What follows belongs to an exercise in optimizing a design on an open flow for small area, a short achievable clock period and few clock cycles per item; a production flow would make more cautious choices.
No functional check of the RTL was part of any run shown here.
Power is estimated from default activity; no workload was simulated.

==> design/flow/design.v <==
`timescale 1ns/1ns
module step_control (
    input  logic i_clk,
    input  logic i_rstn,
    input  logic i_start,
    input  logic i_lose,
    output logic o_valid,
    output logic o_done
);
    always_ff @(posedge i_clk or negedge i_rstn) begin
        if (!i_rstn) begin
            o_valid <= 1'b0;
            o_done  <= 1'b0;
        end else begin
            o_valid <= i_start;
            o_done  <= o_done | (i_start & i_lose);  
        end
    end
endmodule
`timescale 1ns/1ns
module player_action #(
    parameter int N_BULLETS = 5
) (
    input  logic [2:0]            i_act,
    input  logic [31:0]           i_player,
    input  logic [N_BULLETS-1:0]  i_bullet_active,
    output logic [31:0]           o_player,
    output logic [N_BULLETS-1:0]  o_shot_sel,
    output logic [17:0]           o_shot
);
    localparam int unsigned SCREEN_WIDTH  = 210;
    localparam int unsigned SCREEN_HEIGHT = 160;
    localparam int unsigned PLAYER_SIZE   = 10;
    localparam logic [2:0] ACT_LEFT       = 3'b001;
    localparam logic [2:0] ACT_RIGHT      = 3'b010;
    localparam logic [2:0] ACT_UP         = 3'b100;
    localparam logic [2:0] ACT_DOWN       = 3'b011;
    localparam logic [2:0] ACT_FIRE_LEFT  = 3'b101;
    localparam logic [2:0] ACT_FIRE_RIGHT = 3'b110;
    logic [7:0]           px;
    logic [7:0]           py;
    logic [N_BULLETS-1:0] free_sel;
    logic                 fire;
    logic                 shot_dir;
    assign px = i_player[31:24];
    assign py = i_player[23:16];
    always_comb begin
        o_player = i_player;
        case (i_act)
            ACT_LEFT: begin
                if (px > 8'd0) o_player[31:24] = px - 8'd1;
            end
            ACT_RIGHT: begin
                if (px + PLAYER_SIZE < SCREEN_WIDTH) o_player[31:24] = px + 8'd1;
            end
            ACT_UP: begin
                if (py > 8'd0) o_player[23:16] = py - 8'd1;
            end
            ACT_DOWN: begin
                if (py + PLAYER_SIZE < SCREEN_HEIGHT) o_player[23:16] = py + 8'd1;
            end
            default: o_player = i_player;
        endcase
    end
    always_comb begin
        logic below_busy;
        below_busy = 1'b1;
        for (int b = 0; b < N_BULLETS; b++) begin
            free_sel[b] = below_busy & ~i_bullet_active[b];
            below_busy  = below_busy & i_bullet_active[b];
        end
    end
    assign fire       = (i_act == ACT_FIRE_LEFT) || (i_act == ACT_FIRE_RIGHT);
    assign o_shot_sel = fire ? free_sel : '0;
    assign shot_dir = (i_act == ACT_FIRE_LEFT);
    assign o_shot = {shot_dir ? px - 8'd2 : px + 8'd2, py, shot_dir, 1'b1};
endmodule
`timescale 1ns/1ns
module object_lane (
    input  logic [17:0] i_obj,
    input  logic        i_spawn_sel,
    input  logic [17:0] i_spawn,
    output logic [17:0] o_obj
);
    localparam int unsigned SCREEN_WIDTH = 210;
    logic [7:0] ox;
    assign ox = i_obj[17:10];
    always_comb begin
        o_obj = i_obj;
        if (i_spawn_sel) begin
            o_obj = i_spawn;     
        end else if (i_obj[0]) begin
            if (i_obj[1]) begin
                if (ox == 8'd0) o_obj[0] = 1'b0;
                else o_obj[17:10] = ox - 8'd1;
            end else begin
                if (ox >= SCREEN_WIDTH) o_obj[0] = 1'b0;
                else o_obj[17:10] = ox + 8'd1;
            end
        end
    end
endmodule
`timescale 1ns/1ns
module collision_score #(
    parameter int N_BULLETS = 5,
    parameter int N_ENEMIES = 5,
    parameter int N_DIVERS  = 5
) (
    input  logic                    i_clk,
    input  logic [31:0]             i_player,
    input  logic [18*N_BULLETS-1:0] i_bullets,
    input  logic [18*N_ENEMIES-1:0] i_enemies,
    input  logic [18*N_DIVERS-1:0]  i_divers,
    input  logic [31:0]             i_score,
    output logic [31:0]             o_player,
    output logic [18*N_BULLETS-1:0] o_bullets,
    output logic [18*N_ENEMIES-1:0] o_enemies,
    output logic [18*N_DIVERS-1:0]  o_divers,
    output logic [31:0]             o_score,
    output logic                    o_lose
);
    function automatic win(input logic [7:0] a, input logic [7:0] b,
                           input logic cin, input logic [3:0] lim);
        logic [4:0] lo;
        logic [7:0] p, t;
        lo  = {1'b0, a[3:0]} + {1'b0, ~b[3:0]} + {4'd0, cin};
        p   = ~(a ^ b);
        t   = a | ~b;
        win = lo[3:0] <= lim && lo[4] == p[4] && t[4] == p[5] && t[5] == p[6]
              && t[6] == p[7] && t[7];
    endfunction
    logic [7:0] px, py;
    assign px = i_player[31:24];
    assign py = i_player[23:16];
    logic [N_BULLETS*N_ENEMIES-1:0] match_d;
    logic [N_DIVERS-1:0]            pick_d;
    always_comb begin
        for (int e = 0; e < N_ENEMIES; e++)
            for (int b = 0; b < N_BULLETS; b++)
                match_d[N_BULLETS*e+b] = i_enemies[18*e] && i_bullets[18*b]
                    && win(i_bullets[18*b+10 +: 8], i_enemies[18*e+10 +: 8], 1'b0, 4'd8)
                    && win(i_bullets[18*b+2 +: 8], i_enemies[18*e+2 +: 8], 1'b0, 4'd8);
        for (int d = 0; d < N_DIVERS; d++)
            pick_d[d] = i_divers[18*d]
                && win(i_divers[18*d+10 +: 8], px, 1'b1, 4'd9)
                && win(i_divers[18*d+2 +: 8], py, 1'b1, 4'd9);
    end
    logic [9:0]  poxy;
    logic [2:0]  plives, pdivc;
    logic        surface, starve, rescue;
    logic [N_DIVERS+1:0] q_hot;
    logic [31:0] player_d;
    logic [18*N_DIVERS-1:0] divers_d;
    assign poxy    = i_player[15:6];
    assign plives  = i_player[5:3];
    assign pdivc   = i_player[2:0];
    assign surface = py < 8'd10;
    assign starve  = !surface && poxy <= 10'd1;
    assign rescue  = surface && pdivc == 3'd6;
    assign o_lose  = starve && plives <= 3'd1;
    always_comb begin
        q_hot = (N_DIVERS+2)'(1);
        if (rescue) q_hot = q_hot << 1;
        for (int d = 0; d < N_DIVERS; d++)
            if (pick_d[d]) q_hot = q_hot << 1;
        player_d = i_player;
        player_d[2:0] = '0;
        if (!rescue)
            for (int n = 0; n <= N_DIVERS; n++)
                player_d[2:0] = player_d[2:0] | ({3{q_hot[n]}} & ((pdivc >= 3'd6) ? pdivc
                    : (4'(pdivc) + 4'(n) >= 4'd6) ? 3'd6 : pdivc + 3'(n)));
        if (surface || starve) player_d[15:6] = 10'd1000;
        else player_d[15:6] = poxy - 10'd1;
        if (starve) player_d[5:3] = (plives <= 3'd1) ? 3'd0 : plives - 3'd1;
        divers_d = i_divers;
        for (int d = 0; d < N_DIVERS; d++) divers_d[18*d] = i_divers[18*d] & ~pick_d[d];
    end
    logic [9:0] low_d;
    always_comb begin
        low_d = '0;
        for (int q = 0; q <= N_DIVERS + 1; q++)
            low_d = low_d | (({1'b0, i_score[8:0]} + 10'(50 * q)) & {10{q_hot[q]}});
    end
    logic [31:0]                    player_q;
    logic [18*N_BULLETS-1:0]        bullets_q;
    logic [18*N_ENEMIES-1:0]        enemies_q;
    logic [18*N_DIVERS-1:0]         divers_q;
    logic [31:9]                    score_q;
    logic [9:0]                     low_q;
    logic [N_BULLETS*N_ENEMIES-1:0] match_q;
    always_ff @(posedge i_clk) begin
        player_q  <= player_d;
        bullets_q <= i_bullets;
        enemies_q <= i_enemies;
        divers_q  <= divers_d;
        score_q   <= i_score[31:9];
        low_q     <= low_d;
        match_q   <= match_d;
    end
    logic [N_BULLETS-1:0] avail [N_ENEMIES+1];
    logic [N_BULLETS-1:0] cand  [N_ENEMIES];
    logic [N_BULLETS-1:0] take  [N_ENEMIES];
    logic [N_ENEMIES-1:0] hit;
    always_comb begin
        avail[0] = '1;
        for (int e = 0; e < N_ENEMIES; e++) begin
            cand[e]      = match_q[N_BULLETS*e +: N_BULLETS] & avail[e];
            take[e]      = cand[e] & ~(cand[e] - 1'b1);
            hit[e]       = |cand[e];
            avail[e + 1] = avail[e] & ~take[e];
        end
    end
    assign o_player = player_q;
    assign o_divers = divers_q;
    always_comb begin
        o_bullets = bullets_q;
        o_enemies = enemies_q;
        for (int b = 0; b < N_BULLETS; b++) o_bullets[18*b] = bullets_q[18*b] & avail[N_ENEMIES][b];
        for (int e = 0; e < N_ENEMIES; e++) o_enemies[18*e] = enemies_q[18*e] & ~hit[e];
    end
    logic [N_ENEMIES:0] k_hot;
    logic [9:0]         low;
    logic [31:9]        all_ones;
    always_comb begin
        k_hot = (N_ENEMIES+1)'(1);
        for (int e = 0; e < N_ENEMIES; e++)
            if (hit[e]) k_hot = k_hot << 1;
        low = '0;
        for (int k = 0; k <= N_ENEMIES; k++)
            low = low | ((low_q + 10'(20 * k)) & {10{k_hot[k]}});
        all_ones[9] = 1'b1;
        for (int i = 10; i < 32; i++) all_ones[i] = all_ones[i-1] & score_q[i-1];
        o_score[8:0] = low[8:0];
        for (int i = 9; i < 32; i++) o_score[i] = score_q[i] ^ (low[9] & all_ones[i]);
    end
endmodule
`timescale 1ns/1ns
module game_step #(
    parameter int N_BULLETS = 5,
    parameter int N_ENEMIES = 5,
    parameter int N_DIVERS  = 5
) (
    input  logic                    i_clk,
    input  logic                    i_rstn,
    input  logic                    i_start,
    input  logic [2:0]              i_act,
    input  logic [31:0]             i_player,
    input  logic [18*N_BULLETS-1:0] i_bullets,
    input  logic [18*N_ENEMIES-1:0] i_enemies,
    input  logic [18*N_DIVERS-1:0]  i_divers,
    input  logic [31:0]             i_score,
    output logic [31:0]             o_player,
    output logic [18*N_BULLETS-1:0] o_bullets,
    output logic [18*N_ENEMIES-1:0] o_enemies,
    output logic [18*N_DIVERS-1:0]  o_divers,
    output logic [31:0]             o_score,
    output logic                    o_done,
    output logic                    o_valid
);
    logic                    lose;
    logic [31:0]             moved_player;
    logic [N_BULLETS-1:0]    bullet_active;
    logic [N_BULLETS-1:0]    shot_sel;
    logic [17:0]             shot;
    logic [18*N_BULLETS-1:0] moved_bullets;
    logic [18*N_ENEMIES-1:0] moved_enemies;
    logic [18*N_DIVERS-1:0]  moved_divers;
    step_control step_control_i (
        .i_clk   (i_clk),
        .i_rstn  (i_rstn),
        .i_start (i_start),
        .i_lose  (lose),
        .o_valid (o_valid),
        .o_done  (o_done)
    );
    player_action #(.N_BULLETS(N_BULLETS)) player_action_i (
        .i_act           (i_act),
        .i_player        (i_player),
        .i_bullet_active (bullet_active),
        .o_player        (moved_player),
        .o_shot_sel      (shot_sel),
        .o_shot          (shot)
    );
    for (genvar g = 0; g < N_BULLETS; g++) begin : g_bullet
        assign bullet_active[g] = i_bullets[18*g];
        object_lane lane_i (.i_obj(i_bullets[18*g +: 18]), .i_spawn_sel(shot_sel[g]),
            .i_spawn(shot), .o_obj(moved_bullets[18*g +: 18]));
    end
    for (genvar g = 0; g < N_ENEMIES; g++) begin : g_enemy
        object_lane lane_i (.i_obj(i_enemies[18*g +: 18]), .i_spawn_sel(1'b0),
            .i_spawn(18'd0), .o_obj(moved_enemies[18*g +: 18]));
    end
    for (genvar g = 0; g < N_DIVERS; g++) begin : g_diver
        object_lane lane_i (.i_obj(i_divers[18*g +: 18]), .i_spawn_sel(1'b0),
            .i_spawn(18'd0), .o_obj(moved_divers[18*g +: 18]));
    end
    collision_score #(
        .N_BULLETS (N_BULLETS),
        .N_ENEMIES (N_ENEMIES),
        .N_DIVERS  (N_DIVERS)
    ) collision_score_i (
        .i_clk     (i_clk),
        .i_player  (moved_player),
        .i_bullets (moved_bullets),
        .i_enemies (moved_enemies),
        .i_divers  (moved_divers),
        .i_score   (i_score),
        .o_player  (o_player),
        .o_bullets (o_bullets),
        .o_enemies (o_enemies),
        .o_divers  (o_divers),
        .o_score   (o_score),
        .o_lose    (lose)
    );
endmodule
==> design/flow/flow/run.sh <==
#!/bin/bash
# Layout flow: the standard ORFS flow (standard.sh, with the standard flow's synthesis
# script) with these changes:
#  - synthesis leaves adders to ABC (no half/full adder extraction), and ABC
#    maps for area (flow/abc_area_map.script in place of ORFS's
#    abc_speed.script, in a copy of ORFS's scripts folder used for synthesis
#    only); registers are untouched
#  - every port still gets its own buffer, a plain buf_2 instead of the
#    default delay-cell buffer
set -euo pipefail
MARGIN=$(cat flow/margin.txt 2>/dev/null || echo 0)
rm -rf synth_scripts
cp -r "$FLOW_HOME/scripts" synth_scripts
cp flow/abc_area_map.script synth_scripts/abc_speed.script
bash standard.sh ADDER_MAP_FILE= SCRIPTS_DIR="$PWD/synth_scripts" synth > flow_synth.log 2>&1
bash standard.sh ADDER_MAP_FILE= "BUFFER_PORTS_ARGS=-buffer_cell sky130_fd_sc_hd__buf_2" \
    SETUP_SLACK_MARGIN=$MARGIN finish > flow_finish.log 2>&1
test -f out/final.def
==> design/flow/flow/abc_area_map.script <==
strash
dch -f
amap
topo
==> design/flow/flow/margin.txt <==
15.5
==> design/flow/standard.sh <==
#!/bin/bash
# synth_recipe.tcl (not shown) runs the flow's synth.tcl, then flattens the netlist and writes it again
# the make line also repeats each setting of config.mk as NAME=value (left out here)
make -C /OpenROAD-flow-scripts/flow DESIGN_CONFIG=/design/flow/config.mk WORK_HOME=/design/flow/orfs CLKGATE_MAP_FILE= SYNTH_SCRIPT=/design/flow/synth_recipe.tcl "${@:-finish}"
==> design/flow/config.mk <==
export PLATFORM = sky130hd
export DESIGN_NAME = game_step
export DESIGN_NICKNAME = game_step
export VERILOG_FILES = /design/flow/design.v
export SDC_FILE = /design/flow/constraint.sdc
export NUM_CORES = 4
export LEC_CHECK = 0
export CAP_MARGIN = 20
export CORE_MARGIN = 2
export CORE_UTILIZATION = 40
export SLEW_MARGIN = 20
==> design/flow/constraint.sdc <==
create_clock -name core_clock -period 25.0 [get_ports {i_clk}]
set_input_delay 5.0000 -clock core_clock [delete_from_list [all_inputs] [get_ports {i_clk}]]
set_output_delay 5.0000 -clock core_clock [all_outputs]
set_load 0.01 [all_outputs]
==> results of run 1 <==
## cells in the mapped netlist, types with 5 or more instances
cell type / n / area share, %
a221oi_1: 22 / 0.68
and3_1: 17 / 0.37
xnor2_1: 5 / 0.15
dfxtp_1: 360 / 25
and2_0: 9 / 0.20
nor3_1: 136 / 2.4
o31ai_1: 6 / 0.16
a2111oi_0: 36 / 1.1
a221o_1: 7 / 0.25
o21bai_1: 8 / 0.21
o2111a_1: 7 / 0.28
o22ai_1: 247 / 5.4
nor3b_1: 6 / 0.16
o2111ai_1: 21 / 0.65
a211o_1: 5 / 0.15
a21oi_1: 489 / 8.6
o32ai_1: 70 / 2.2
nor2_1: 992 / 13
o21a_1: 51 / 1.3
nor2b_1: 42 / 0.93
nor4_1: 36 / 0.79
a311oi_1: 5 / 0.15
o211ai_1: 21 / 0.56
nand2b_1: 15 / 0.33
clkinv_1: 522 / 6.9
nand3_1: 35 / 0.62
buf_4: 170 / 4.5
a31oi_1: 65 / 1.4
or3_1: 10 / 0.22
nand2_1: 414 / 5.5
o221a_1: 22 / 0.87
a22oi_1: 28 / 0.74
o221ai_1: 35 / 1.1
or2_0: 8 / 0.18
nand4_1: 5 / 0.11
o21ai_0: 386 / 6.8
nor4b_1: 8 / 0.25
a211oi_1: 93 / 2.5
a21o_1: 14 / 0.37
a2111o_1: 8 / 0.32
or4_1: 16 / 0.42
## layout make-up
type | count | share of cell area (%)
clock inverter | 18 | 0.704
timing repair buffer | 919 | 14.6
sequential | 362 | 19.6
inverter | 522 | 5.51
clock buffer | 61 | 3.41
multi-input combinational | 3445 | 53.0
tap | 940 | 3.17
antenna | 21 | 0.142
## metrics by stage
stage / utilization, % / std cells
final: 52.9 / 6288
after global routing: 52.9 / 6276
after CTS: 51.3 / 6221
after detailed placement: 46.6 / 6019
after global placement: 46.6 / 6019
after floorplan: - / 4502
## state kept, by name, indices dropped and copies added (netlist names)
name and flops:
collision_score_i.bullets_q 90, collision_score_i.divers_q 90, collision_score_i.enemies_q 90, collision_score_i.low_q 10, collision_score_i.match_q 25, collision_score_i.player_q 32, collision_score_i.score_q 23, step_control_i.o_done 1
step_control_i.o_valid 1
## worst max-delay path: cells and delay by family
| family | cells | cell delay (ns) |
|---|---|---|
| and+or+nand+nor | 8 | 0.89 |
| AOI/OAI and AO/OA | 3 | 0.60 |
| buffers and inverters | 36 | 3.99 |
## power by group through the flow
stage / logic [mW] / registers, mW / clock network [mW]
floorplan: 0.418 / 0.649 / 0
global placement: 0.653 / 0.645 / 0
detailed placement: 0.657 / 0.644 / 0
CTS: 0.685 / 0.632 / 0.696
global route: 0.780 / 0.636 / 0.719
finish: 0.720 / 0.632 / 0.685
## cells by family after synthesis
group           synth area share, %
simple gates                   25.9
xor+xnor                      0.185
buf+inv                        11.4
flops                          25.6
compound gates                 36.9
## metal layers
metal,GRT usage (%),wire length [µm],part of all wire [%],up-vias
li1,-,-,-,17814
met1,41.4,51700,39,16468
met2,57.6,61900,46,1718
met3,7.98,12900,9.7,369
met4,15.6,7170,5.4,36
met5,0,227,0.17,-
## worst paths after layout
kind	from	to	slack (ns)	cells past startpoint
setup reg to reg	step_control_i.o_done$_DFF_PN0_	step_control_i.o_done$_DFF_PN0_	24.34	1
hold / removal	step_control_i.o_done$_DFF_PN0_	step_control_i.o_done$_DFF_PN0_	0.47	1
hold reg to reg	step_control_i.o_done$_DFF_PN0_	step_control_i.o_done$_DFF_PN0_	0.47	1
setup / recovery	i_divers[11]	collision_score_i.divers_q[16]$_DFF_P_	14.95	47
min in group asynchronous	i_rstn	step_control_i.o_valid$_DFF_PN0_	4.18	1
max in group asynchronous	i_rstn	step_control_i.o_done$_DFF_PN0_	20.72	1
## repair_timing
action                                  4_1_cts  5_1_grt
pin swaps                                    82       88
endpoints found under the setup margin       63       47
setup buffers                               123       43
gates resized for setup                     206      187
==> flow_summary.ini, run 1 <==
[critical_path]
crit_path_end_kind = flip-flop
path_common_cell = buf_6
worstPathMaxFanout = 2
required_ns = 25.49
start_kind = input pin
max_stage_delay_ns = 0.32
cp_slowest_cell = o32ai_2
cp.arrival_ns = 10.54
crit_type = in -> reg

[logic_synthesis]
synth-main-ff-cell = dfxtp_1
yosysUniqueCellTypes = 61
ys_seq_area_share_pct = 25.6
synth_warnings = 7
syn-instance-count = 4502
syn_area_um2 = 28400
synth-seq-cells = 362
syn_area_per_cell_um2 = 6.30
synth_fp_nets = 4842
async_reset_ff_share_pct = 0.552
synth_edf_count = 0

[die]
initial_core_util_pct = 40.5
num_io_pins = 676
dieArea_um2 = 73100
die-height_um = 270
die_w_um = 270
core_area_um2 = 70100
fp-row-count = 97

[power]
clock_power_share_pct = 33.6
p_leak_nw = 14.7
switching_share_pct = 37.7
powerDensity_nw_per_um2 = 54.9
vdd_drop_max_uv = 55.4
p_int_mw = 1.27
seqPwrFrac_pct = 31.0
p_total_mw = 2.04
power.switching_uw = 769
pwr-share-comb_pct = 35.3

[grt]
grt_pass1_vias = 31891
grt_max_degree = 21
antenna_found_initial = 43
grt_pass1_wl_um = 193000
grt_overflow = 0
grtUsageTotal_pct = 34.3

[route]
routed_wl_um = 134000
drc = 0
ant_nets = 0
vias_per_cell = 5.79
dr.pass1.iters = 6
first_iter_violations = 3581
routedWlPerCell_um = 21.3
via_count = 36405

[cts]
cts_made_buffers = 43
cts_hold_buf = 0
cts_root_buffer = clkbuf_16
cts.path.max_buffers = 3
cts.clk_slew.worst_paths_ns = 0.06
insertion_delay_ns = 0.59
cts.htree.levels = 2
cts_tree = done
cts.sinks = 362

[status]
status = timing/DRC/antenna clean

[place]
dp_slack_ns = 13.04
dpl_cell_area_um2 = 32700
place_hpwl_um = 106000
routabilityCongestion = 1.02
io_buffers = 675

[flow_run]
cap_violations = 0

[timing]
rsz0062_at_grt = yes
max_freq_ghz = 0.0995
hold_ws_ns = 0.469
period_minus_slack_ns = 10.05
setup_viol = 0
fin_skew_ns = 0
slew_headroom_pct = 22.3
fin_crit_sh_pct = 40.2
hold_viol_final = 0
final_max_slew_viol_count = 0
worst-slew-pin-transition_ns = 1.17
setup_slack_ns = 14.95
setup_tns_ns = 0

[layout]
final_common_cell = nor2_1
syn2layout_area_growth_pct = 30.8
ff_latch_area_um2 = 7260
layout.nets = 5633
drive_gt1_share_pct = 24.0
multi_input_area_um2 = 19700
final_cell_mix = 934 x nor2_1, 667 x buf_2, 483 x clkinv_1, 467 x a21oi_1, 395 x nand2_1
stdcell_area_um2 = 37100
fillers = 7115

[hold_path]
hold_path_class = reg -> reg
==> run 2, diff against run 1 <==
--- a/design/flow/design.v
+++ b/design/flow/design.v
@@ -148,7 +148,7 @@
     logic [9:0]  poxy;
     logic [2:0]  plives, pdivc;
     logic        surface, starve, rescue;
-    logic [N_DIVERS+1:0] q_hot;
+    logic [N_DIVERS+1:0] q_hot_d;
     logic [31:0] player_d;
     logic [18*N_DIVERS-1:0] divers_d;
     assign poxy    = i_player[15:6];
@@ -159,15 +159,15 @@
     assign rescue  = surface && pdivc == 3'd6;
     assign o_lose  = starve && plives <= 3'd1;
     always_comb begin
-        q_hot = (N_DIVERS+2)'(1);
-        if (rescue) q_hot = q_hot << 1;
+        q_hot_d = (N_DIVERS+2)'(1);
+        if (rescue) q_hot_d = q_hot_d << 1;
         for (int d = 0; d < N_DIVERS; d++)
-            if (pick_d[d]) q_hot = q_hot << 1;
+            if (pick_d[d]) q_hot_d = q_hot_d << 1;
         player_d = i_player;
         player_d[2:0] = '0;
         if (!rescue)
             for (int n = 0; n <= N_DIVERS; n++)
-                player_d[2:0] = player_d[2:0] | ({3{q_hot[n]}} & ((pdivc >= 3'd6) ? pdivc
+                player_d[2:0] = player_d[2:0] | ({3{q_hot_d[n]}} & ((pdivc >= 3'd6) ? pdivc
                     : (4'(pdivc) + 4'(n) >= 4'd6) ? 3'd6 : pdivc + 3'(n)));
         if (surface || starve) player_d[15:6] = 10'd1000;
         else player_d[15:6] = poxy - 10'd1;
@@ -175,27 +175,21 @@
         divers_d = i_divers;
         for (int d = 0; d < N_DIVERS; d++) divers_d[18*d] = i_divers[18*d] & ~pick_d[d];
     end
-    logic [9:0] low_d;
-    always_comb begin
-        low_d = '0;
-        for (int q = 0; q <= N_DIVERS + 1; q++)
-            low_d = low_d | (({1'b0, i_score[8:0]} + 10'(50 * q)) & {10{q_hot[q]}});
-    end
     logic [31:0]                    player_q;
     logic [18*N_BULLETS-1:0]        bullets_q;
     logic [18*N_ENEMIES-1:0]        enemies_q;
     logic [18*N_DIVERS-1:0]         divers_q;
-    logic [31:9]                    score_q;
-    logic [9:0]                     low_q;
+    logic [31:0]                    score_q;
     logic [N_BULLETS*N_ENEMIES-1:0] match_q;
+    logic [N_DIVERS+1:0]            q_hot;
     always_ff @(posedge i_clk) begin
         player_q  <= player_d;
         bullets_q <= i_bullets;
         enemies_q <= i_enemies;
         divers_q  <= divers_d;
-        score_q   <= i_score[31:9];
-        low_q     <= low_d;
+        score_q   <= i_score;
         match_q   <= match_d;
+        q_hot     <= q_hot_d;
     end
     logic [N_BULLETS-1:0] avail [N_ENEMIES+1];
     logic [N_BULLETS-1:0] cand  [N_ENEMIES];
@@ -218,16 +212,26 @@
         for (int b = 0; b < N_BULLETS; b++) o_bullets[18*b] = bullets_q[18*b] & avail[N_ENEMIES][b];
         for (int e = 0; e < N_ENEMIES; e++) o_enemies[18*e] = enemies_q[18*e] & ~hit[e];
     end
-    logic [N_ENEMIES:0] k_hot;
-    logic [9:0]         low;
-    logic [31:9]        all_ones;
+    logic [N_ENEMIES:0]  k_hot;
+    logic [9:0]          low_q [N_DIVERS+2];
+    logic [9:0]          low_p;
+    logic [9:0]          low_k [N_ENEMIES+1];
+    logic [9:0]          low;
+    logic [31:9]         all_ones;
     always_comb begin
         k_hot = (N_ENEMIES+1)'(1);
         for (int e = 0; e < N_ENEMIES; e++)
             if (hit[e]) k_hot = k_hot << 1;
+        low_p = '0;
+        for (int q = 0; q <= N_DIVERS + 1; q++) begin
+            low_q[q] = {1'b0, score_q[8:0]} + 10'(50 * q);
+            low_p    = low_p | (low_q[q] & {10{q_hot[q]}});
+        end
         low = '0;
-        for (int k = 0; k <= N_ENEMIES; k++)
-            low = low | ((low_q + 10'(20 * k)) & {10{k_hot[k]}});
+        for (int k = 0; k <= N_ENEMIES; k++) begin
+            low_k[k] = low_p + 10'(20 * k);
+            low      = low | (low_k[k] & {10{k_hot[k]}});
+        end
         all_ones[9] = 1'b1;
         for (int i = 10; i < 32; i++) all_ones[i] = all_ones[i-1] & score_q[i-1];
         o_score[8:0] = low[8:0];
==> design/flow/flow/margin.txt (replaced) <==
16
--- a/design/flow/config.mk
+++ b/design/flow/config.mk
@@ -5,7 +5,9 @@
 export SDC_FILE = /design/flow/constraint.sdc
 export NUM_CORES = 4
 export LEC_CHECK = 0
-export CAP_MARGIN = 20
+export CAP_MARGIN = 0
 export CORE_MARGIN = 2
 export CORE_UTILIZATION = 40
-export SLEW_MARGIN = 20
+export CTS_CLUSTER_DIAMETER = 100
+export CTS_CLUSTER_SIZE = 20
+export SLEW_MARGIN = 0
==> flow_summary.ini, run 2 <==
[route]
routedWlPerCell_um = 20.9
highest_layer = met5
drc = 0
met2_wirelength_um = 61500
drt-met1-wl_um = 50800
wl_met3_um = 10600
dr.pass1.iters = 6
ant_nets = 0
routed_wl_um = 129000
via_count = 35654
first_iter_violations = 3155
vias_per_cell = 5.76

[cts]
cts.htree.levels = 1
cts_tree = done
cts_root_buffer = clkbuf_16
cts.sinks = 368
cts_made_buffers = 27
cts_hold_buf = 0
cts.clk_slew.worst_paths_ns = 0.09
cts.path.max_buffers = 3
insertion_delay_ns = 0.61

[logic_synthesis]
synth_top_family_by_area = compound AO/OA/AOI/OAI gates
syn_area_per_cell_um2 = 6.34
synth_fp_nets = 4778
synth-simple-area-share_pct = 25.0
synth_top_area_share_pct = 26.1
synth_mux_area_share_pct = 0
synth-seq-cells = 368
synth_common_cells = 978 x nor2_1, 512 x clkinv_1, 468 x a21oi_1
synth-main-ff-cell = dfxtp_1
synth.most_common_cell = nor2_1
synth_compound_area_share_pct = 37.2
synth_xor_area_share_pct = 0.156
synth_edf_count = 0
syn-instance-count = 4438
synth_top_cell_by_area = dfxtp_1
synth_warnings = 9
syn_area_um2 = 28100
synthTopCellsByArea = dfxtp_1 26%, nor2_1 13%, a21oi_1 8.3%, o21ai_0 7.1%, clkinv_1 6.8%
ys_seq_area_share_pct = 26.2
synthAdderAreaFrac_pct = 0
async_reset_ff_share_pct = 0.543
yosysUniqueCellTypes = 59

[hold_path]
holdPathStages = 1
hp-start = step_control_i.o_done$_DFF_PN0_
hold_path_class = reg -> reg
min_to = step_control_i.o_done$_DFF_PN0_

[critical_path]
cp.arrival_ns = 4.58
crit_path_end_kind = output port
start_kind = flip-flop
r2r_start = step_control_i.o_done$_DFF_PN0_
r2r_slack_ns = 24.31
crit_type = reg -> out
required_ns = 20.00
timing.rr.end = step_control_i.o_done$_DFF_PN0_
reg2reg_depth = 1
worstPathMaxFanout = 7

[die]
initial_core_util_pct = 40.3
core_area_um2 = 69800
dieArea_um2 = 72400
die_w_um = 269
num_io_pins = 676
fp-row-count = 97
die-height_um = 269

[layout]
final_util_pct = 52.3
final_common_cell = nor2_1
stdcell_area_um2 = 36500
top_regs = collision_score_i.bullets_q: 90 flops, collision_score_i.divers_q: 90 flops, collision_score_i.enemies_q: 90 flops
fillers = 7101
syn2layout_area_growth_pct = 29.8
drive_gt1_share_pct = 25.3
final_cell_mix = 904 x nor2_1, 669 x buf_2, 448 x clkinv_1, 446 x a21oi_1, 397 x nand2_1
layout.nets = 5561

[timing]
fin_crit_sh_pct = 38.3
worst-slew-pin-transition_ns = 1.24
final_max_slew_viol_count = 0
max_freq_ghz = 0.104
hold_viol_final = 0
rsz0062_at_grt = yes
setup_tns_ns = 0
setup_viol = 0
fin_skew_ns = 0
slew_headroom_pct = 17.7
period_minus_slack_ns = 9.58

[place]
routabilityCongestion = 1.03
dpl_cell_area_um2 = 32300
io_buffers = 675
place_hpwl_um = 102000

[grt]
grt_pass1_vias = 31383
antenna_found_initial = 36
grt_max_degree = 22
grt_overflow = 0
grtUsageTotal_pct = 33.4
grt_pass1_wl_um = 189000

[power]
p_leak_nw = 14.4
vdd_drop_max_uv = 44.7
powerDensity_nw_per_um2 = 50.5
p_total_mw = 1.84

[flow_run]
cap_violations = 0

[status]
status = timing/DRC/antenna clean
run 2: cell types whose count changed after synthesis, sizes merged, moves of 7 or more:
cell	delta
nand3	-10
a211oi	+9
nor3	+9
a31oi	+12
o21ai	+13
a21oi	-21
a2111o	-7
nor4	-9
nor2	-14
o22ai	-25
clkinv	-10
nor2b	-7
a221oi	+14
run 2: kinds of logic (layout without fill, tap and decap cells):
kind of cell    count (synthesis)  count (layout)
compound gates               1673            1674
xor+xnor                        5               5
buf+inv                       682            1479
flops                         368             368
other cells                     0              16
simple gates                 1710            1710
run 2: report_power, final:
part           internal [mW]  switching, mW
sequential             0.627         0.0153
clock                  0.246          0.252
combinational          0.242          0.462
run 2: metal layers:
metal | GRT usage (%) | vias to the layer above
met2 | 57.2 | 1604
met1 | 40.4 | 16150
li1 | - | 17537
met3 | 6.23 | 333
met4 | 15.2 | 30
met5 | 0 | -
run 2: what timing repair did:
| item | 4_1_cts | 5_1_grt |
|---|---|---|
| setup buffers | 99 | 60 |
| endpoints found under the setup margin | 70 | 61 |
| pin swaps | 57 | 82 |
| gates resized for setup | 280 | 248 |
| hold endpoints to repair | 0 | 0 |
| cloned | 1 | 1 |
run 2: layout make-up:
type / count / area (µm²) / share of cell area (%)
timing repair inverter: 1 / 5.00 / 0.0137
sequential: 368 / 7390 / 20.3
clock inverter: 14 / 239 / 0.655
multi-input combinational: 3389 / 19500 / 53.4
timing repair buffer: 922 / 5400 / 14.8
clock buffer: 30 / 687 / 1.88
tap: 940 / 1180 / 3.22
antenna: 16 / 40.0 / 0.110
inverter: 512 / 2060 / 5.64
run 2: how the worst max path moves through the flow:
stage / from / endpoint / slack, ns / cells after the start
2_1_floorplan: i_player[16] / collision_score_i.player_q[1]$_SDFF_PP0_ / 15.13 / 26
3_3_place_gp: i_player[28] / collision_score_i.player_q[2]$_SDFF_PP0_ / 13.94 / 25
3_5_place_dp: i_player[28] / collision_score_i.player_q[1]$_SDFF_PP0_ / 13.81 / 25
4_1_cts: collision_score_i.match_q[5]$_DFF_P_ / o_score[17] / 15.53 / 28
5_1_grt: collision_score_i.score_q[2]$_DFF_P_ / o_score[14] / 15.20 / 25
6_report: collision_score_i.score_q[2]$_DFF_P_ / o_score[14] / 15.42 / 25
run 2: metrics by stage:
step / std cells / hold slack, ns / worst slack, ns
5_1_grt: 6189 / 0.511 / 15.20
4_1_cts: 6115 / 0.484 / 15.53
2_1_floorplan: 4438 / 0.503 / 15.13
3_5_place_dp: 5971 / 0.464 / 13.81
6_report: 6192 / 0.481 / 15.42
3_3_place_gp: 5971 / 0.449 / 13.94
run 2: critical path, cell delays in order, from the launching register on:
cell	delay (ns)
dfxtp_4	0.40
clkinv_4	0.09
nor3_4	0.21
nor2_2	0.07
clkinv_1	0.07
o21ai_0	0.09
a22oi_1	0.22
o221ai_2	0.17
a2111oi_4	0.41
buf_4	0.21
buf_4	0.12
nor2_1	0.09
nor2_2	0.27
a2111oi_4	0.12
a31oi_2	0.18
nor2_2	0.06
nor2_2	0.12
a211oi_4	0.04
buf_6	0.16
nor2_4	0.14
nand2_4	0.09
nor2_4	0.15
and2_4	0.18
nor2_1	0.04
nor2_1	0.10
buf_2	0.14
==> run 3, diff against run 2 <==
==> design/flow/flow/margin.txt (replaced) <==
16.5
==> flow_summary.ini, run 3 <==
[route]
routed_wl_um = 130000
vias_per_cell = 5.76
routedWlPerCell_um = 20.9
via_count = 35845
drc = 0
dr.pass1.iters = 6
ant_nets = 0
first_iter_violations = 2812

[cts]
insertion_delay_ns = 0.60
cts.clk_slew.worst_paths_ns = 0.08
cts_root_buffer = clkbuf_16
cts.sinks = 368
cts.path.max_buffers = 3
cts_made_buffers = 27
cts.htree.levels = 1
cts_hold_buf = 0
cts_tree = done

[timing]
setup_tns_ns = 0
hold_viol_final = 0
fin_skew_ns = 0
setup_viol = 0
rsz0062_at_grt = yes
setup_slack_ns = 15.36
slew_headroom_pct = 28.8
max_freq_ghz = 0.104
fin_crit_sh_pct = 38.6
final_max_slew_viol_count = 0
period_minus_slack_ns = 9.64
worst-slew-pin-transition_ns = 1.07

[logic_synthesis]
syn_area_um2 = 28100
synth_edf_count = 0
synth-main-ff-cell = dfxtp_1
yosysUniqueCellTypes = 59
synthTopCellsByArea = dfxtp_1 26%, nor2_1 13%, a21oi_1 8.3%, o21ai_0 7.1%, clkinv_1 6.8%
synth_warnings = 9
synth_fp_nets = 4778
syn-instance-count = 4438
synth_common_cells = 978 x nor2_1, 512 x clkinv_1, 468 x a21oi_1
synth-seq-cells = 368
synth.most_common_cell = nor2_1
ys_seq_area_share_pct = 26.2
synth_top_area_share_pct = 26.1
synth_top_cell_by_area = dfxtp_1
syn_area_per_cell_um2 = 6.34
async_reset_ff_share_pct = 0.543

[grt]
antenna_found_initial = 44
grt_overflow = 0
grt_pass1_wl_um = 191000
grtUsageTotal_pct = 33.5
grt_pass1_vias = 31850
grt_max_degree = 22

[place]
place_hpwl_um = 102000
routabilityCongestion = 1.02
io_buffers = 675
dp_slack_ns = 14.03

[die]
initial_core_util_pct = 40.3
num_io_pins = 676
die_w_um = 269
die-height_um = 269
dieArea_um2 = 72400
core_area_um2 = 69800
fp-row-count = 97

[layout]
drive_gt1_share_pct = 28.4
final_cell_mix = 880 x nor2_1, 662 x buf_2, 433 x a21oi_1, 423 x clkinv_1, 393 x nand2_1
syn2layout_area_growth_pct = 34.8
top_regs = collision_score_i.bullets_q: 90 flops, collision_score_i.divers_q: 90 flops, collision_score_i.enemies_q: 90 flops
final_common_cell = nor2_1
fillers = 6965
layout.nets = 5585

[power]
p_total_mw = 1.86
power.switching_uw = 746
pwr-share-comb_pct = 39.5
seqPwrFrac_pct = 34.5
vdd_drop_max_uv = 54.4
powerDensity_nw_per_um2 = 49.0
switching_share_pct = 40.2
clock_power_share_pct = 26.0
p_int_mw = 1.11
p_leak_nw = 14.9

[critical_path]
endpoint = o_score[31]
required_ns = 20.00
worstPathMaxFanout = 6
r2r_start = step_control_i.o_done$_DFF_PN0_
timing.rr.end = step_control_i.o_done$_DFF_PN0_
start_kind = flip-flop
reg2reg_depth = 1
crit_path_end_kind = output port
r2r_slack_ns = 24.32
crit_type = reg -> out
cp.arrival_ns = 4.64
crit_start = collision_score_i.match_q[0]$_DFF_P_

[flow_run]
cap_violations = 0

[hold_path]
hold_path_class = reg -> reg

[status]
status = timing/DRC/antenna clean
run 3: per-layer routing:
layer / vias to the layer above / wire (µm) / global-route usage, %
met5: - / 254 / 0
met4: 38 / 8070 / 17.0
met3: 376 / 11100 / 7.25
met2: 1563 / 59900 / 56.2
met1: 16259 / 50800 / 40.4
li1: 17609 / - / -
run 3: per-stage QoR:
step | util (%) | hold slack (ns) | cell area (µm²) | cells
after floorplan | - | 0.503 | 28800 | 4438
after global placement | 46.8 | 0.452 | 32700 | 5955
after detailed placement | 46.8 | 0.454 | 32700 | 5955
after CTS | 51.6 | 0.475 | 36000 | 6105
after global routing | 54.3 | 0.520 | 37900 | 6212
final | 54.3 | 0.472 | 37900 | 6221
run 3: area by class of cell:
type	count	area, µm²	area share, %
multi-input cells	3389	20500	54.0
flip-flops and latches	368	7400	19.5
repair buffers	947	5740	15.2
inverters	512	2170	5.72
well taps	940	1180	3.10
clock buffers	30	697	1.84
clock inverters	11	180	0.475
diodes	24	60.1	0.158
run 3: logic make-up (layout without fill, tap and decap cells):
| group | count (synthesis) | count (layout) | synth area share, % |
|---|---|---|---|
| AOI/OAI and AO/OA | 1673 | 1673 | 37.2 |
| xor gates and xnor gates | 5 | 5 | 0.156 |
| buffers and inverters | 682 | 1500 | 11.4 |
| DFF | 368 | 368 | 26.2 |
| other | 0 | 24 | 0 |
| and+or+nand+nor | 1710 | 1711 | 25.0 |
run 3: power groups by stage:
stage               registers, mW  logic [mW]  clock network [mW]
finish                      0.640       0.734               0.482
global route                0.644       0.794               0.515
CTS                         0.640       0.681               0.493
detailed placement          0.653       0.635                   0
global placement            0.654       0.632                   0
floorplan                   0.659       0.408                   0
run 3: what timing repair did:
item,CTS,global route
hold endpoints to repair,0,0
pin swaps,74,119
setup buffers,106,91
resized for setup,373,306
endpoints found under the setup margin,72,69
cloned,3,1
run 3: worst min-delay path by stage:
| stage | start | depth (start not counted) | end | slack [ns] |
|---|---|---|---|---|
| 3_5_place_dp | step_control_i.o_done$_DFF_PN0_ | 1 | step_control_i.o_done$_DFF_PN0_ | 0.45 |
| 3_3_place_gp | step_control_i.o_done$_DFF_PN0_ | 1 | step_control_i.o_done$_DFF_PN0_ | 0.45 |
| 6_report | step_control_i.o_done$_DFF_PN0_ | 1 | step_control_i.o_done$_DFF_PN0_ | 0.47 |
| 5_1_grt | step_control_i.o_done$_DFF_PN0_ | 1 | step_control_i.o_done$_DFF_PN0_ | 0.52 |
| 4_1_cts | step_control_i.o_done$_DFF_PN0_ | 1 | step_control_i.o_done$_DFF_PN0_ | 0.48 |
| 2_1_floorplan | step_control_i.o_done$_DFF_PN0_ | 1 | step_control_i.o_done$_DFF_PN0_ | 0.50 |
run 3: critical path: stages, from the launching register on:
cell,delay (ns)
dfxtp_4,0.38
or2_4,0.26
or3_4,0.37
nor2_2,0.21
clkinv_1,0.19
nor3_4,0.25
nor2_4,0.07
nor2_4,0.10
a21oi_2,0.04
buf_6,0.13
o21ai_4,0.22
clkinv_4,0.12
a211oi_4,0.30
o21ai_2,0.11
nor2_2,0.10
nor2_2,0.06
a211oi_4,0.29
buf_12,0.16
nor3_4,0.04
and2_4,0.15
and3_4,0.20
nor2_4,0.12
a21oi_4,0.04
buf_6,0.12
==> run 4, diff against run 3 <==
--- a/design/flow/design.v
+++ b/design/flow/design.v
@@ -104,11 +104,15 @@
 module collision_score #(
     parameter int N_BULLETS = 5,
     parameter int N_ENEMIES = 5,
-    parameter int N_DIVERS  = 5
+    parameter int N_DIVERS  = 5,
+    parameter int N_EARLY   = 2    
 ) (
     input  logic                    i_clk,
     input  logic [31:0]             i_player,
     input  logic [18*N_BULLETS-1:0] i_bullets,
+    input  logic [18*N_BULLETS-1:0] i_bullets_moved,
+    input  logic [N_BULLETS-1:0]    i_shot_sel,
+    input  logic [17:0]             i_shot,
     input  logic [18*N_ENEMIES-1:0] i_enemies,
     input  logic [18*N_DIVERS-1:0]  i_divers,
     input  logic [31:0]             i_score,
@@ -133,63 +137,51 @@
     assign px = i_player[31:24];
     assign py = i_player[23:16];
     logic [N_BULLETS*N_ENEMIES-1:0] match_d;
+    logic [N_ENEMIES-1:0]           shot_match;
     logic [N_DIVERS-1:0]            pick_d;
     always_comb begin
-        for (int e = 0; e < N_ENEMIES; e++)
+        for (int e = 0; e < N_ENEMIES; e++) begin
+            shot_match[e] = win(i_shot[17:10], i_enemies[18*e+10 +: 8], 1'b0, 4'd8)
+                && win(i_shot[9:2], i_enemies[18*e+2 +: 8], 1'b0, 4'd8);
             for (int b = 0; b < N_BULLETS; b++)
-                match_d[N_BULLETS*e+b] = i_enemies[18*e] && i_bullets[18*b]
-                    && win(i_bullets[18*b+10 +: 8], i_enemies[18*e+10 +: 8], 1'b0, 4'd8)
-                    && win(i_bullets[18*b+2 +: 8], i_enemies[18*e+2 +: 8], 1'b0, 4'd8);
+                match_d[N_BULLETS*e+b] = i_enemies[18*e] && (i_shot_sel[b] && shot_match[e]
+                    || i_bullets_moved[18*b]
+                    && win(i_bullets_moved[18*b+10 +: 8], i_enemies[18*e+10 +: 8], 1'b0, 4'd8)
+                    && win(i_bullets_moved[18*b+2 +: 8], i_enemies[18*e+2 +: 8], 1'b0, 4'd8));
+        end
         for (int d = 0; d < N_DIVERS; d++)
             pick_d[d] = i_divers[18*d]
                 && win(i_divers[18*d+10 +: 8], px, 1'b1, 4'd9)
                 && win(i_divers[18*d+2 +: 8], py, 1'b1, 4'd9);
     end
-    logic [9:0]  poxy;
-    logic [2:0]  plives, pdivc;
-    logic        surface, starve, rescue;
-    logic [N_DIVERS+1:0] q_hot_d;
-    logic [31:0] player_d;
-    logic [18*N_DIVERS-1:0] divers_d;
-    assign poxy    = i_player[15:6];
-    assign plives  = i_player[5:3];
-    assign pdivc   = i_player[2:0];
-    assign surface = py < 8'd10;
-    assign starve  = !surface && poxy <= 10'd1;
-    assign rescue  = surface && pdivc == 3'd6;
-    assign o_lose  = starve && plives <= 3'd1;
+    logic [N_BULLETS*N_EARLY-1:0] take_d;
     always_comb begin
-        q_hot_d = (N_DIVERS+2)'(1);
-        if (rescue) q_hot_d = q_hot_d << 1;
-        for (int d = 0; d < N_DIVERS; d++)
-            if (pick_d[d]) q_hot_d = q_hot_d << 1;
-        player_d = i_player;
-        player_d[2:0] = '0;
-        if (!rescue)
-            for (int n = 0; n <= N_DIVERS; n++)
-                player_d[2:0] = player_d[2:0] | ({3{q_hot_d[n]}} & ((pdivc >= 3'd6) ? pdivc
-                    : (4'(pdivc) + 4'(n) >= 4'd6) ? 3'd6 : pdivc + 3'(n)));
-        if (surface || starve) player_d[15:6] = 10'd1000;
-        else player_d[15:6] = poxy - 10'd1;
-        if (starve) player_d[5:3] = (plives <= 3'd1) ? 3'd0 : plives - 3'd1;
-        divers_d = i_divers;
-        for (int d = 0; d < N_DIVERS; d++) divers_d[18*d] = i_divers[18*d] & ~pick_d[d];
+        logic [N_BULLETS-1:0] free, cand;
+        free = '1;
+        for (int e = 0; e < N_EARLY; e++) begin
+            cand = match_d[N_BULLETS*e +: N_BULLETS] & free;
+            take_d[N_BULLETS*e +: N_BULLETS] = cand & ~(cand - 1'b1);
+            free = free & ~take_d[N_BULLETS*e +: N_BULLETS];
+        end
     end
+    assign o_lose = py >= 8'd10 && i_player[15:6] <= 10'd1 && i_player[5:3] <= 3'd1;
     logic [31:0]                    player_q;
     logic [18*N_BULLETS-1:0]        bullets_q;
     logic [18*N_ENEMIES-1:0]        enemies_q;
     logic [18*N_DIVERS-1:0]         divers_q;
     logic [31:0]                    score_q;
-    logic [N_BULLETS*N_ENEMIES-1:0] match_q;
-    logic [N_DIVERS+1:0]            q_hot;
+    logic [N_BULLETS*(N_ENEMIES-N_EARLY)-1:0] match_q;    
+    logic [N_BULLETS*N_EARLY-1:0]   take_q;
+    logic [N_DIVERS-1:0]            pick_q;
     always_ff @(posedge i_clk) begin
-        player_q  <= player_d;
+        player_q  <= i_player;
         bullets_q <= i_bullets;
         enemies_q <= i_enemies;
-        divers_q  <= divers_d;
+        divers_q  <= i_divers;
         score_q   <= i_score;
-        match_q   <= match_d;
-        q_hot     <= q_hot_d;
+        match_q   <= match_d[N_BULLETS*N_EARLY +: N_BULLETS*(N_ENEMIES-N_EARLY)];
+        take_q    <= take_d;
+        pick_q    <= pick_d;
     end
     logic [N_BULLETS-1:0] avail [N_ENEMIES+1];
     logic [N_BULLETS-1:0] cand  [N_ENEMIES];
@@ -198,20 +190,48 @@
     always_comb begin
         avail[0] = '1;
         for (int e = 0; e < N_ENEMIES; e++) begin
-            cand[e]      = match_q[N_BULLETS*e +: N_BULLETS] & avail[e];
+            if (e < N_EARLY) cand[e] = take_q[N_BULLETS*e +: N_BULLETS];
+            else cand[e] = match_q[N_BULLETS*(e-N_EARLY) +: N_BULLETS] & avail[e];
             take[e]      = cand[e] & ~(cand[e] - 1'b1);
             hit[e]       = |cand[e];
             avail[e + 1] = avail[e] & ~take[e];
         end
     end
-    assign o_player = player_q;
-    assign o_divers = divers_q;
+    logic [7:0] qy;
+    logic [9:0] qoxy;
+    logic [2:0] qlives, qdivc;
+    assign qy     = player_q[23:16];
+    assign qoxy   = player_q[15:6];
+    assign qlives = player_q[5:3];
+    assign qdivc  = player_q[2:0];
+    logic [2:0] n_pick;
+    logic       surface, rescue, starve;
+    logic [2:0] divc_picked;
+    always_comb begin
+        n_pick = '0;
+        for (int d = 0; d < N_DIVERS; d++)  n_pick = n_pick + 3'(pick_q[d]);
+        divc_picked = qdivc;
+        if (qdivc < 3'd6) divc_picked = (4'(qdivc) + 4'(n_pick) >= 4'd6) ? 3'd6 : qdivc + n_pick;
+    end
+    assign surface = qy < 8'd10;
+    assign rescue  = surface && qdivc == 3'd6;
+    assign starve  = !surface && qoxy <= 10'd1;
+    always_comb begin
+        o_player = player_q;
+        o_player[2:0] = rescue ? 3'd0 : divc_picked;
+        if (surface || starve) o_player[15:6] = 10'd1000;
+        else o_player[15:6] = qoxy - 10'd1;
+        if (starve) o_player[5:3] = (qlives <= 3'd1) ? 3'd0 : qlives - 3'd1;
+    end
     always_comb begin
         o_bullets = bullets_q;
         o_enemies = enemies_q;
+        o_divers  = divers_q;
         for (int b = 0; b < N_BULLETS; b++) o_bullets[18*b] = bullets_q[18*b] & avail[N_ENEMIES][b];
         for (int e = 0; e < N_ENEMIES; e++) o_enemies[18*e] = enemies_q[18*e] & ~hit[e];
+        for (int d = 0; d < N_DIVERS; d++)  o_divers[18*d]  = divers_q[18*d] & ~pick_q[d];
     end
+    logic [N_DIVERS+1:0] q_hot;
     logic [N_ENEMIES:0]  k_hot;
     logic [9:0]          low_q [N_DIVERS+2];
     logic [9:0]          low_p;
@@ -219,6 +239,10 @@
     logic [9:0]          low;
     logic [31:9]         all_ones;
     always_comb begin
+        q_hot = (N_DIVERS+2)'(1);
+        for (int d = 0; d < N_DIVERS; d++)
+            if (pick_q[d]) q_hot = q_hot << 1;
+        if (rescue) q_hot = q_hot << 1;
         k_hot = (N_ENEMIES+1)'(1);
         for (int e = 0; e < N_ENEMIES; e++)
             if (hit[e]) k_hot = k_hot << 1;
@@ -267,6 +291,7 @@
     logic [N_BULLETS-1:0]    shot_sel;
     logic [17:0]             shot;
     logic [18*N_BULLETS-1:0] moved_bullets;
+    logic [18*N_BULLETS-1:0] travelled_bullets;
     logic [18*N_ENEMIES-1:0] moved_enemies;
     logic [18*N_DIVERS-1:0]  moved_divers;
     step_control step_control_i (
@@ -287,8 +312,9 @@
     );
     for (genvar g = 0; g < N_BULLETS; g++) begin : g_bullet
         assign bullet_active[g] = i_bullets[18*g];
-        object_lane lane_i (.i_obj(i_bullets[18*g +: 18]), .i_spawn_sel(shot_sel[g]),
-            .i_spawn(shot), .o_obj(moved_bullets[18*g +: 18]));
+        object_lane lane_i (.i_obj(i_bullets[18*g +: 18]), .i_spawn_sel(1'b0),
+            .i_spawn(18'd0), .o_obj(travelled_bullets[18*g +: 18]));
+        assign moved_bullets[18*g +: 18] = shot_sel[g] ? shot : travelled_bullets[18*g +: 18];
     end
     for (genvar g = 0; g < N_ENEMIES; g++) begin : g_enemy
         object_lane lane_i (.i_obj(i_enemies[18*g +: 18]), .i_spawn_sel(1'b0),
@@ -306,6 +332,9 @@
         .i_clk     (i_clk),
         .i_player  (moved_player),
         .i_bullets (moved_bullets),
+        .i_bullets_moved (travelled_bullets),
+        .i_shot_sel (shot_sel),
+        .i_shot    (shot),
         .i_enemies (moved_enemies),
         .i_divers  (moved_divers),
         .i_score   (i_score),
==> design/flow/flow/run.sh (replaced) <==
#!/bin/bash
# Layout flow: the standard ORFS flow (standard.sh, with the standard flow's synthesis
# script) with these changes:
#  - synthesis leaves adders to ABC (no half/full adder extraction), so ABC
#    can restructure the arithmetic; registers are untouched
#  - every port still gets its own buffer, a plain buf_2 instead of the
#    default delay-cell buffer
set -euo pipefail
MARGIN=$(cat flow/margin.txt 2>/dev/null || echo 0)
bash standard.sh ADDER_MAP_FILE= synth > flow_synth.log 2>&1
bash standard.sh ADDER_MAP_FILE= "BUFFER_PORTS_ARGS=-buffer_cell sky130_fd_sc_hd__buf_2" \
    SETUP_SLACK_MARGIN=$MARGIN finish > flow_finish.log 2>&1
test -f out/final.def
==> design/flow/flow/margin.txt (replaced) <==
15
==> design/flow/config.mk (replaced) <==
export PLATFORM = sky130hd
export DESIGN_NAME = game_step
export DESIGN_NICKNAME = game_step
export VERILOG_FILES = /design/flow/design.v
export SDC_FILE = /design/flow/constraint.sdc
export NUM_CORES = 4
export LEC_CHECK = 0
export CAP_MARGIN = 20
export CORE_MARGIN = 2
export CORE_UTILIZATION = 40
export SLEW_MARGIN = 20
removed: design/flow/flow/abc_area_map.script
==> flow_summary.ini, run 4 <==
[route]
drc = 0
ant_nets = 0
routedWlPerCell_um = 24.9
routed_wl_um = 169000
dr.pass1.iters = 6
vias_per_cell = 6.17
first_iter_violations = 5093
via_count = 41982

[timing]
max_freq_ghz = 0.102
setup_tns_ns = 0
setup_viol = 0
fin_crit_sh_pct = 39.4
slew_headroom_pct = 20.2
period_minus_slack_ns = 9.84
hold_viol_final = 0
rsz0062_at_grt = no
worst-slew-pin-transition_ns = 1.16
final_max_slew_viol_count = 0
fin_skew_ns = 0

[grt]
grt_overflow = 0
grt_pass1_vias = 36846
grt_pass1_wl_um = 241000
grt_max_degree = 37
grtUsageTotal_pct = 33.2
antenna_found_initial = 37

[logic_synthesis]
synth_xor_area_share_pct = 10.4
synthAdderAreaFrac_pct = 2.31
syn-instance-count = 5285
synth_mux_area_share_pct = 3.18
synth_common_cells = 496 x nand2_1, 445 x o21ai_0, 428 x nor2_1
synth_top_cell_by_area = dfxtp_1
ys_seq_area_share_pct = 19.7
synth-simple-area-share_pct = 25.0
synth_warnings = 9
syn_area_per_cell_um2 = 7.06
synth-seq-cells = 366
synth_compound_area_share_pct = 28.5
synthTopCellsByArea = dfxtp_1 20%, xnor2_1 6.4%, o21ai_0 6.0%, buf_4 5.5%, nand2_1 5.0%
synth_top_family_by_area = compound AO/OA/AOI/OAI gates
async_reset_ff_share_pct = 0.546
synth_top_area_share_pct = 19.5
synth_edf_count = 0
synth.most_common_cell = nand2_1
synth-main-ff-cell = dfxtp_1
yosysUniqueCellTypes = 109
synth_fp_nets = 5625
syn_area_um2 = 37300

[layout]
final_cell_mix = 676 x buf_2, 496 x nand2_1, 440 x o21ai_0, 424 x nor2_1, 359 x dfxtp_1
top_regs = collision_score_i.bullets_q: 90 flops, collision_score_i.divers_q: 90 flops, collision_score_i.enemies_q: 90 flops
syn2layout_area_growth_pct = 12.0
layout.nets = 5837
drive_gt1_share_pct = 19.1
final_common_cell = buf_2

[power]
pwr-share-comb_pct = 35.5
powerDensity_nw_per_um2 = 50.9
vdd_drop_max_uv = 52.3
p_total_mw = 2.13
switching_share_pct = 39.0
p_leak_nw = 16.6
p_int_mw = 1.30
clock_power_share_pct = 34.5
power.switching_uw = 830
seqPwrFrac_pct = 30.0

[cts]
cts.path.max_buffers = 3
insertion_delay_ns = 0.65
cts_root_buffer = clkbuf_16
cts_made_buffers = 48
cts.htree.levels = 2
cts.sinks = 366
cts.clk_slew.worst_paths_ns = 0.06
cts_tree = done

[critical_path]
crit_path_end_kind = output port
required_ns = 20.00
start_kind = flip-flop
worstPathMaxFanout = 12
cp.arrival_ns = 4.84
crit_type = reg -> out

[place]
routabilityCongestion = 1.01
io_buffers = 675
place_hpwl_um = 131000

[die]
num_io_pins = 676
core_area_um2 = 92900
initial_core_util_pct = 40.2
die_w_um = 309
fp-row-count = 112
die-height_um = 309
dieArea_um2 = 95800

[status]
status = timing/DRC/antenna clean

[flow_run]
cap_violations = 0

[hold_path]
hold_path_class = reg -> reg
## run 4: power groups by stage
stage	Clock, mW	Sequential (mW)	Combinational [mW]
3_5_place_dp	0	0.649	0.728
5_1_grt	0.775	0.640	0.806
4_1_cts	0.753	0.637	0.732
3_3_place_gp	0	0.650	0.721
6_report	0.734	0.637	0.756
2_1_floorplan	0	0.642	0.507
## run 4: timing repair
item / 4_1_cts / 5_1_grt
gates resized for setup: 31 / 23
setup buffers: 2 / 16
cloned: 1 / 0
setup endpoints to repair: 26 / 25
hold buffers: 0 / 0
pin swaps: 4 / 9
## run 4: worst paths after layout
path,from,endpoint,slack [ns],depth (start not counted)
worst min register to register,step_control_i.o_done$_DFF_PN0_,step_control_i.o_done$_DFF_PN0_,0.48,1
worst max register to register,step_control_i.o_done$_DFF_PN0_,step_control_i.o_done$_DFF_PN0_,24.30,1
max in group asynchronous,i_rstn,step_control_i.o_valid$_DFF_PN0_,20.77,1
min in group asynchronous,i_rstn,step_control_i.o_done$_DFF_PN0_,4.13,1
worst max-delay path,collision_score_i.player_q[23]$_DFF_P_,o_score[10],15.16,14
worst min-delay path,step_control_i.o_done$_DFF_PN0_,step_control_i.o_done$_DFF_PN0_,0.48,1
## run 4: logic make-up (layout without fill, tap and decap cells)
kind of cell | after synthesis | in the layout
simple gates | 1865 | 1865
compound gates | 1613 | 1614
buf+inv | 807 | 1057
xor+xnor | 434 | 434
flops | 366 | 366
mux | 114 | 114
fa+ha+maj | 86 | 86
other cells | 0 | 11
## run 4: cell type report
cell class              instances  area, µm²
diodes                         11       27.5
clock buffers                  56       1300
clock inverters                33        400
fillers                      9575      51100
inverters                     186        698
multi-input cells            4113      26300
flip-flops and latches        366       7340
well taps                    1254       1570
repair buffers                782       4200
## run 4: worst max-delay path: stages, from the launching register on
cell and delay [ns]:
dfxtp_1 0.32, or4_4 0.55, or3_4 0.42, nor4_4 0.37
nor2_1 0.18, a221o_1 0.39, a221o_2 0.40, o31ai_4 0.28
o41ai_4 0.14, o211a_4 0.30, a311oi_4 0.25, buf_12 0.18
nand2b_1 0.12, xnor2_1 0.13, buf_2 0.16
## run 4: per-layer routing
metal / vias to the layer above / global-route usage (%) / wire [µm]
met5: - / 0 / 248
met3: 471 / 8.14 / 18900
li1: 19384 / - / -
met1: 19665 / 43.8 / 68500
met2: 2422 / 50.4 / 72300
met4: 40 / 16.6 / 9380
## run 4: through the flow
step	hold WS (ns)	std cells	cell area (µm²)	utilization (%)	worst slack, ns
after floorplan	0.503	5285	37300	-	16.05
after global placement	0.460	6682	39700	42.7	15.00
after detailed placement	0.466	6682	39700	42.7	14.91
after CTS	0.480	6774	41500	44.7	15.01
after global routing	0.496	6797	41800	45.0	14.98
final	0.485	6801	41800	45.0	15.16

## afterwards: timing with drivers on the ports
The flow's constraints put no driver on any port. The routed layouts listed below were extracted and timed again, unchanged, in two steps. Step 1 (the two cells are an assumption about what drives the block):
set clk [get_ports {i_clk}]
set_driving_cell -lib_cell sky130_fd_sc_hd__clkbuf_16 $clk
set_driving_cell -lib_cell sky130_fd_sc_hd__buf_2 [delete_from_list [all_inputs] $clk]
Step 2 adds t to the input delays and takes it off the output delays; t is the mean of the earliest and latest rising clock arrival at the registers after step 1. Input paths then give back, and output paths get back, about the clock's delay inside the block. a / b / c = ideal / step 1 / step 2; a / b = the first two.
| run | shift t [ns] | setup WS [ns] | hold WS [ns] |
|---|---|---|---|
| run 1 | 0.647 | 14.948 / 14.973 / 14.326 | 0.469 / 0.469 / 0.469 |
| run 2 | 0.678 | 15.423 / 15.350 / 14.803 | 0.481 / 0.481 / 0.481 |
| run 3 | 0.680 | 15.359 / 15.286 / 14.813 | 0.472 / 0.472 / 0.472 |
| run 4 | 0.722 | 15.160 / 15.086 / 15.155 | 0.485 / 0.485 / 0.485 |
After both steps every run listed still meets setup and hold. The setup slack of run 1, which loses most, moves by +0.025 ns with the drivers and by -0.622 ns with both steps.
